What follows belongs to an exercise in optimizing a design on an open flow for small area; a production flow would make more cautious choices.
Function was checked by simulation only, so behaviour that the tests miss may differ from the original.
Power figures rest on the tool's default switching activity, not on a simulated workload.

## flow/design.v

```verilog
module day3_pack_sequencer #(
    parameter int unsigned NUM_UNITS      = 4,
    parameter int unsigned MAX_PACK       = 128,
    parameter int unsigned RESULT_LATENCY = 8
) (
    input  logic                      clock,
    input  logic                      reset,
    input  logic                      in_valid,
    input  logic [7:0]                in_data,
    input  logic                      in_eof,
    output logic                      in_ready,
    output logic                      init,
    output logic                      stream_en,
    output logic [4*NUM_UNITS-1:0]    next_battery,
    output logic [8*NUM_UNITS-1:0]    battery_pack_size,
    output logic                      batch_done,
    output logic                      finished,
    output logic                      overflow
);
    localparam int unsigned LW = (NUM_UNITS > 1) ? $clog2(NUM_UNITS) : 1;
    localparam int unsigned IW = (MAX_PACK > 1) ? $clog2(MAX_PACK) : 1;
    localparam int unsigned DW = $clog2(RESULT_LATENCY + 1);
    localparam logic [2:0] IDLE   = 3'd0;
    localparam logic [2:0] FILL   = 3'd1;
    localparam logic [2:0] INIT   = 3'd2;
    localparam logic [2:0] STREAM = 3'd3;
    localparam logic [2:0] DRAIN  = 3'd4;
    localparam logic [2:0] DONE   = 3'd5;
    logic [2:0]                    state_q, state_d;
    logic [LW-1:0]                 lane_q, lane_d;
    logic [7:0]                    wr_ptr_q, wr_ptr_d;
    logic [NUM_UNITS-1:0][7:0]     size_q, size_d;
    logic [7:0]                    len_q, len_d;
    logic [7:0]                    k_q, k_d;
    logic [DW-1:0]                 drain_q, drain_d;
    logic                          eof_q, eof_d;
    logic                          overflow_q, overflow_d;
    logic                          in_ready_q, in_ready_d;
    logic                          init_q, init_d;
    logic                          stream_en_q, stream_en_d;
    logic                          batch_done_q, batch_done_d;
    logic                          finished_q, finished_d;
    logic [NUM_UNITS-1:0][3:0]     nb_q, nb_d;
    logic [NUM_UNITS-1:0][7:0]     pack_size_q, pack_size_d;
    logic [NUM_UNITS-1:0][3:0]     rd_data;
    logic                          mem_we;
    logic                          is_digit;
    logic                          close_line;
    always_comb begin
        state_d     = state_q;
        lane_d      = lane_q;
        wr_ptr_d    = wr_ptr_q;
        size_d      = size_q;
        len_d       = len_q;
        k_d         = k_q;
        drain_d     = drain_q;
        eof_d       = eof_q;
        overflow_d  = overflow_q;
        pack_size_d = pack_size_q;
        mem_we      = 1'b0;
        close_line  = 1'b0;
        is_digit    = (in_data >= 8'h30) && (in_data <= 8'h39);
        case (state_q)
            IDLE: state_d = FILL;
            FILL: begin
                if (in_valid && in_ready_q) begin
                    if (is_digit) begin
                        if (wr_ptr_q == 8'(MAX_PACK)) begin
                            overflow_d = 1'b1;
                        end else begin
                            mem_we   = 1'b1;
                            wr_ptr_d = wr_ptr_q + 8'd1;
                        end
                    end else if (in_data == 8'h0A && wr_ptr_q != '0) begin
                        close_line = 1'b1;
                    end
                    if (in_eof && wr_ptr_d != '0) close_line = 1'b1;
                    eof_d = eof_q | in_eof;
                    if (close_line) begin
                        size_d[lane_q] = wr_ptr_d;
                        wr_ptr_d       = '0;
                        lane_d         = lane_q + LW'(1);
                    end
                    if (close_line && lane_q == LW'(NUM_UNITS - 1)) begin
                        state_d = INIT;
                    end else if (in_eof) begin
                        state_d = (lane_q != '0 || close_line) ? INIT : DONE;
                    end
                end
            end
            INIT: begin
                len_d = '0;
                for (int i = 0; i < NUM_UNITS; i++) begin
                    if (size_q[i] > len_d) len_d = size_q[i];
                end
                k_d     = '0;
                state_d = STREAM;
            end
            STREAM: begin
                if (k_q == len_q - 8'd1) begin
                    state_d = DRAIN;
                    drain_d = '0;
                end else begin
                    k_d = k_q + 8'd1;
                end
            end
            DRAIN: begin
                if (drain_q == DW'(RESULT_LATENCY - 1)) begin
                    state_d  = eof_q ? DONE : FILL;
                    lane_d   = '0;
                    wr_ptr_d = '0;
                    size_d   = '0;
                end else begin
                    drain_d = drain_q + DW'(1);
                end
            end
            default: ;
        endcase
        in_ready_d   = (state_d == FILL);
        init_d       = (state_d == INIT);
        stream_en_d  = (state_d == STREAM);
        batch_done_d = (state_d == DRAIN) && (drain_d == DW'(RESULT_LATENCY - 1));
        finished_d   = (state_d == DONE);
        if (state_d == INIT) pack_size_d = size_d;
        for (int i = 0; i < NUM_UNITS; i++) begin
            nb_d[i] = '0;
            if (state_d == STREAM && k_d < size_q[i]) nb_d[i] = rd_data[i];
        end
    end
    always_ff @(posedge clock or posedge reset) begin
        if (reset) begin
            state_q      <= IDLE;
            lane_q       <= '0;
            wr_ptr_q     <= '0;
            size_q       <= '0;
            len_q        <= '0;
            k_q          <= '0;
            drain_q      <= '0;
            eof_q        <= 1'b0;
            overflow_q   <= 1'b0;
            in_ready_q   <= 1'b0;
            init_q       <= 1'b0;
            stream_en_q  <= 1'b0;
            batch_done_q <= 1'b0;
            finished_q   <= 1'b0;
            nb_q         <= '0;
            pack_size_q  <= '0;
        end else begin
            state_q      <= state_d;
            lane_q       <= lane_d;
            wr_ptr_q     <= wr_ptr_d;
            size_q       <= size_d;
            len_q        <= len_d;
            k_q          <= k_d;
            drain_q      <= drain_d;
            eof_q        <= eof_d;
            overflow_q   <= overflow_d;
            in_ready_q   <= in_ready_d;
            init_q       <= init_d;
            stream_en_q  <= stream_en_d;
            batch_done_q <= batch_done_d;
            finished_q   <= finished_d;
            nb_q         <= nb_d;
            pack_size_q  <= pack_size_d;
        end
    end
    for (genvar g = 0; g < NUM_UNITS; g++) begin : g_lane
        logic [3:0] pack_mem_q [MAX_PACK];
        always_ff @(posedge clock) begin
            if (mem_we && lane_q == LW'(g)) pack_mem_q[wr_ptr_q[IW-1:0]] <= in_data[3:0];
        end
        assign rd_data[g] = pack_mem_q[k_d[IW-1:0]];
    end
    assign in_ready          = in_ready_q;
    assign init              = init_q;
    assign stream_en         = stream_en_q;
    assign next_battery      = nb_q;
    assign battery_pack_size = pack_size_q;
    assign batch_done        = batch_done_q;
    assign finished          = finished_q;
    assign overflow          = overflow_q;
endmodule
```

## flow/run.sh

```bash
#!/bin/bash
# synth_recipe.tcl (not shown) runs the flow's synth.tcl, then flattens the netlist and writes it again
# the make line also repeats each setting of config.mk as NAME=value (left out here)
make -C /OpenROAD-flow-scripts/flow DESIGN_CONFIG=/design/flow/config.mk WORK_HOME=/design/flow/orfs CLKGATE_MAP_FILE= SYNTH_SCRIPT=/design/flow/synth_recipe.tcl finish
```

## flow/config.mk

```make
export PLATFORM = sky130hd
export DESIGN_NAME = day3_pack_sequencer
export DESIGN_NICKNAME = day3_pack_sequencer
export VERILOG_FILES = /design/flow/design.v
export SDC_FILE = /design/flow/constraint.sdc
export NUM_CORES = 4
export LEC_CHECK = 0
export CAP_MARGIN = 20
export CORE_MARGIN = 2
export CORE_UTILIZATION = 50
export PLACE_DENSITY = 0.65
export SLEW_MARGIN = 20
```

## flow/constraint.sdc

```tcl
create_clock -name core_clock -period 6.0 [get_ports {clock}]
set_input_delay 1.2000 -clock core_clock [delete_from_list [all_inputs] [get_ports {clock}]]
set_output_delay 1.2000 -clock core_clock [all_outputs]
set_load 0.01 [all_outputs]
```

==> flow_summary.toml <==
[clocking]
cts.sink_count = 2168
holdBufCountCts = 0
cts_tree = "done"
clkSlewWorstSetupHoldPaths_ps = 60
insertion_delay_ps = 880
cts.root.buffer_cell = "clkbuf_16"
clk_path_buf_depth = 3
htree_num_levels = 4
numCtsBuffers = 216

[synth]
synth-async-reset-ratio_pct = 5.54
synth_top_area_cell = "edfxtp_1"
netlist_instances = 7544
synth_common_cells = "nand2_1 (2,092), edfxtp_1 (2,048), nand3_1 (1,168)"
syn_nets = 7618
synth.distinct_cells = 83
synth.top_cells.by_area = "edfxtp_1 (68%), nand2_1 (8.6%), nand3_1 (6.4%), dfrtp_1 (3.3%), nor2_1 (2.4%)"
synth-seq-area-share_pct = 71.1
synth_edf_count = 2048
ys.flop_type = "edfxtp_1"
avgSynthCellArea_um2 = 12.0
ys_ff_latch = 2168
synth_top_area_share_pct = 67.7
synth.most_common_cell = "nand2_1"
synth-warning-count = 1
syn_area_um2 = 90800

[place]
placed_cell_area_um2 = 94500
gp_congestion = 0.926
hpwl_um = 172000
portBuffers = 65
dp_slack_ps = 297

[global_routing]
grt_usage_pct = 29.3
grt_max_degree = 213
grt_pass1_vias = 59115
overflow = 0
grt_pass1_wl_um = 401000
antenna_found_initial = 8

[final_layout]
drive_above_1_share_pct = 8.14
area_growth_pct = 11.9
finalInstanceArea_um2 = 102000
fill_cells = 14562
fin_nets = 7633

[critical_path]
cp.required_ps = 6730
crit_type = "reg -> reg"
critPathCaptureType = "register"
cp_max_fo = 118
start_kind = "register"
cp.arrival_ps = 6580

[routing]
drt_drc_violations_left = 0
wire_per_inst_um = 27.2
dr.pass1.iters = 8
drt-total-wl_um = 275000
viasPerCell = 6.15
dr.first_iter.drc_count = 8659
vias = 62154
ant_nets = 0

[floorplan]
rows = 156
die_y_um = 430
start_util_pct = 50.3
coreArea_um2 = 181000
die_w_um = 430
die-area_um2 = 185000
io-pin-count = 66

[timing]
period_minus_slack_ps = 5850
max_freq_ghz = 0.171
finalClockSkew_ps = 45.1
fin_ws_ps = 151
finalHoldViolations = 0
fin_crit_sh_pct = 97.5
setup_viol = 0
worst_pin_slew_ps = 1130
relSlewSlack_pct = 24.5
drv_slew = 0

[status]
outcome = "timing/DRC/antenna clean"

[power]
p_per_area_nw_per_um2 = 500
leakage_nw = 35.2
vdd_drop_max_v = 0.000722

[flow_run]
drv_cap = 0

[min_path]
hold_path_class = "reg -> reg"
[cells by family after synthesis]
group                      count (synthesis)  share of synthesized area (%)
and+or+nand+nor                         4065                           19.2
xor gates and xnor gates                  14                          0.135
buffers and inverters                    551                           2.81
adders and majority gates                 62                          0.855
DFF                                     2168                           71.1
muxes                                    188                           2.28
AOI/OAI and AO/OA                        496                           3.72
[layer usage]
metal,up-vias,routed length [µm],global-route usage [%]
li1,27151,-,-
met1,30837,107000,40.7
met2,3541,124000,44.4
met3,621,28400,5.55
met4,4,15100,15.1
met5,-,26,0
[through the flow]
stage / power, W / setup TNS [ps] / cells / util (%) / hold slack (ps)
global placement: 0.0371 / 0 / 9711 / 52.3 / 446
floorplan: 0.0298 / 0 / 7544 / - / 422
detailed placement: 0.0372 / 0 / 9711 / 52.3 / 453
CTS: 0.0506 / 0 / 10105 / 56.2 / 467
finish: 0.0508 / 0 / 10113 / 56.2 / 464
global route: 0.0529 / -56.5 / 10106 / 56.2 / 488
[placed cells by master (no fill, tap or decap), types with 9 or more instances in the layout]
cell             instances
mux2i_1                129
nor2_1                 566
o211ai_1                 9
clkinv_2                38
clkbuf_1                48
dfrtp_1                120
nand2b_1                12
mux2_2                  47
o21ai_0                108
clkinv_16               10
a21oi_1                110
o22ai_1                 12
inv_1                   52
edfxtp_1              2048
nand2_1               2088
nor3_1                  16
buf_4                  187
clkinv_1                48
clkdlybuf4s50_1         61
a32oi_1                 26
ha_1                    62
and4_1                  10
a21o_1                  23
a31oi_1                 31
nand4_1                 32
and3_1                  92
buf_12                  39
a311oi_1                89
bufinv_16               20
nand3_1               1168
clkbuf_16              216
mux4_2                  10
[critical path, cell delays in order (launching register included)]
cell and delay [ps]:
dfrtp_1 450, inv_1 90, ha_1 250, or3b_2 470
a211oi_1 260, nand4b_1 310, a21oi_1 460, and3_4 550
clkinv_16 440, buf_12 350, nand2_1 100, nand3_1 70
and3_1 200, a311oi_1 810, o21ai_0 390, and4_1 340
o2bb2ai_1 140
[final cells by class]
class | instances | area [µm²] | share of cell area, %
flip-flops and latches | 2168 | 64500 | 63.5
clock buffers | 268 | 5640 | 5.55
diodes | 8 | 20.0 | 0.0197
repair buffers | 291 | 2860 | 2.81
well taps | 2370 | 2970 | 2.92
inverters | 57 | 265 | 0.261
clock inverters | 126 | 1390 | 1.37
multi-input cells | 4825 | 23900 | 23.5
[path summary, 6_finish.rpt]
kind,from,to,slack (ps),depth (start not counted)
max in group asynchronous,reset,nb_q[11]$_DFF_PP0_,3970,3
worst min-delay path,eof_q$_DFFE_PP0P_,eof_q$_DFFE_PP0P_,460,1
worst min register to register,eof_q$_DFFE_PP0P_,eof_q$_DFFE_PP0P_,460,1
worst max register to register,len_q[0]$_DFFE_PP0P_,nb_q[8]$_DFF_PP0_,150,16
min in group asynchronous,reset,init_q$_DFF_PP0_,930,2
worst max-delay path,len_q[0]$_DFFE_PP0P_,nb_q[8]$_DFF_PP0_,150,16
[registers in the layout, indices dropped and copies added (netlist names)]
name,count
g_lane.pack_mem_q,2048
pack_size_q,32
size_q,32
nb_q,16
k_q,8
len_q,8
wr_ptr_q,8
drain_q,4
state_q,3
lane_q,2
batch_done_q,1
eof_q,1
finished_q,1
in_ready_q,1
init_q,1
overflow_q,1
stream_en_q,1
[where the power goes]
group	total, W	internal [W]	switching, W
sequential	0.0168	0.0166	0.000141
clock	0.0135	0.00756	0.00593
combinational	0.0206	0.00605	0.0145
[what timing repair did]
action                                  4_1_cts  5_1_grt
setup buffers                                 0        0
endpoints found under the setup margin        0        9
resized for setup                             0        2

static timing again, ports no longer ideal:
The flow's constraints put no driver on any port. The routed layout listed below was extracted and timed again, unchanged, in two steps.
Step 1 (the two cells are an assumption about what drives the block):
set clk [get_ports {clock}]
set_driving_cell -lib_cell sky130_fd_sc_hd__clkbuf_16 $clk
set_driving_cell -lib_cell sky130_fd_sc_hd__buf_2 [delete_from_list [all_inputs] $clk]
Step 2 times the ports against the registers' clock, not the clock port: input delays grow and output delays shrink by t, the midpoint of the rising clock arrivals with the driver on.
Three values: no drivers, after step 1, after step 2; two values: the first two.
t (ns): 0.948
slack for setup (ns): 0.151 / 0.151 / 0.151
latest minus earliest clock arrival (ns): 0.047 / 0.048
slew at the worst register clock pin (ns): 0.07 / 0.07
After both steps setup and hold are still met in this run. For this run, drivers alone change the setup slack by 0.000 ns; drivers and shift together by 0.000 ns.
